This is an optimization exercise on Yosys and OpenROAD, whose aim is small area, a short achievable clock period and few clock cycles per item, not a production implementation. Only simulation tests tie the RTL to the original design; equivalence was not proved.

Setup of exp/pepper:
Design julian_day_to_calendar_date, start of the top module:
module julian_day_to_calendar_date (
  input  logic                     clk,
  input  logic                     rst,
  input  logic                     stamp_valid,
  output logic                     stamp_ready,
  input  logic [IN_W-1:0]          stamp_julian_time,
  output logic                     date_valid,
  input  logic                     date_ready,
  output logic signed [YEAR_W-1:0] date_year,
  output logic [MONTH_W-1:0]       date_month,
  output logic [DAY_W-1:0]         date_day_whole,
  output logic [FO_W-1:0]          date_day_fraction
);
  logic adv;
  logic v1, v2, v3;
  logic out_v;
  assign adv         = !out_v || date_ready;
  assign stamp_ready = adv;
  always_ff @(posedge clk) begin
    if (rst) begin
      v1    <= 1'b0;
      v2    <= 1'b0;
      v3    <= 1'b0;
      out_v <= 1'b0;
    end else if (adv) begin
      v1    <= stamp_valid;
      v2    <= v1;
      v3    <= v2;
      out_v <= v3;
    end
  end
  logic [23:0] w;
  logic [8:0]  h;
  assign w = stamp_julian_time[38:15];
  assign h = w[23:15];
  logic [15:0] aes_a, aes_b;
  logic aes_t0;
  logic aes_t1;
  logic aes_t2;
  logic aes_t3;
  logic aes_t4;
  logic aes_t5;
  logic aes_t6;
  logic aes_t7;
  logic aes_t8;
  logic aes_t9;
  logic aes_t10;
  logic aes_t11;
  logic aes_t12;
  logic aes_t13;
  logic aes_t14;
  logic aes_t15;
  logic aes_t16;
  logic aes_t17;
  logic aes_t18;
  logic aes_t19;
  logic aes_t20;
  logic aes_t21;
  logic aes_t22;
  logic aes_t23;
  assign aes_t0 = h[3] ^ ~h[0];
  assign aes_t1 = h[3] & ~h[0];
  assign aes_t2 = h[4] ^ ~h[1];
  assign aes_t3 = h[4] & ~h[1];
  assign aes_t4 = h[5] ^ ~h[2];
  assign aes_t5 = h[5] & ~h[2];
  assign aes_t6 = h[6] ^ ~h[3] ^ h[0];
  assign aes_t7 = (h[6] & ~h[3]) | (h[6] & h[0]) | (~h[3] & h[0]);
  assign aes_t8 = h[7] ^ ~h[4] ^ h[1];
  assign aes_t9 = (h[7] & ~h[4]) | (h[7] & h[1]) | (~h[4] & h[1]);
  assign aes_t10 = h[8] ^ ~h[5] ^ h[2];
  assign aes_t11 = (h[8] & ~h[5]) | (h[8] & h[2]) | (~h[5] & h[2]);
  assign aes_t12 = ~h[6] ^ h[3];
  assign aes_t13 = ~h[6] & h[3];
  assign aes_t14 = ~h[7] ^ h[4];
  assign aes_t15 = ~h[7] & h[4];
  ...
Size: ~190 flip-flops, about 86 I/O pins, ~16,000 µm² of cells after synthesis.
clock: 10.0 ns
lec_check: 0
cap_margin: 20
core_margin: 2
core_utilization: 40
setup_slack_margin: 5
slew_margin: 20
tns_end_percent: 10
run.sh (not shown) runs the stock make flow with config.mk's settings and CLKGATE_MAP_FILE= SYNTH_SCRIPT=/design/flow/synth_recipe.tcl, a recipe that flattens the netlist after the stock synthesis.
exp/pepper | status: complete | timing, DRC, antenna: pass
Testbench counts of exp/pepper, summed over its fixed seeds: cycles 16,032, items 16,000.
Changes in exp/yarrow relative to exp/pepper:
Settings: TNS_END_PERCENT removed (was 10).
### Flow results
exp/pepper has lower via count than exp/yarrow.
| area fraction in and, or, nand and nor cells after synthesis | exp/pepper vs exp/yarrow | ≈ equal |
From exp/pepper to exp/yarrow the numbers moved as follows: setup slack moved up, synthesized area divided by synthesized cell count level, detail-routed via count per cell level.
Compared with exp/pepper, exp/yarrow shows a required time of the critical path that is 2.31 ns lower.
The inputs of exp/harbor differ from those of exp/yarrow as listed below.
Settings: SETUP_SLACK_MARGIN now 4, was 5.
Notes after the runs:
exp/harbor vs. exp/yarrow: share of the clock period used by the worst path after layout went up 9.9 points; final critical-path setup slack went down 0.99 ns; aggregate global-route resource usage went down 0.46 points; wire length went down about 4%; via count of the first global-routing pass went down 85.
Number of violations reported at the end of detailed-routing iteration 0 delta for exp/harbor relative to exp/yarrow: about 3.5% lower
exp/harbor ended up with clkdlybuf4s50_1 as its critical path's slowest cell; exp/yarrow ended up with clkdlybuf4s15_2.

-- static timing again, ports no longer ideal --
In the flow no input, the clock included, has a driving cell. The finished layouts below were timed again as built, in two steps. Step 1 assumes that a clkbuf_16 drives the clock port and a buf_2 every other input. Step 2, shift: input delay + t, output delay - t, t = (earliest + latest rising clock arrival at the registers) / 2. This alone moves slack from input paths to output paths. a / b / c = ideal / step 1 / step 2; a / b = the first two.
run | shift t [ns] | setup WS [ns] | slew at the worst register clock pin (ns) | worst data-port slew with drivers (ns)
exp/pepper | 0.482 | 5.006 / 5.006 / 4.947 | 0.08 / 0.08 | 0.04
exp/yarrow | 0.480 | 5.120 / 5.090 / 4.943 | 0.08 / 0.08 | 0.04
exp/harbor | 0.482 | 4.131 / 4.106 / 4.106 | 0.08 / 0.08 | 0.04
After both steps every run listed still meets setup and hold. For exp/yarrow, which loses most, drivers alone change the setup slack by -0.030 ns; drivers and shift together by -0.177 ns.
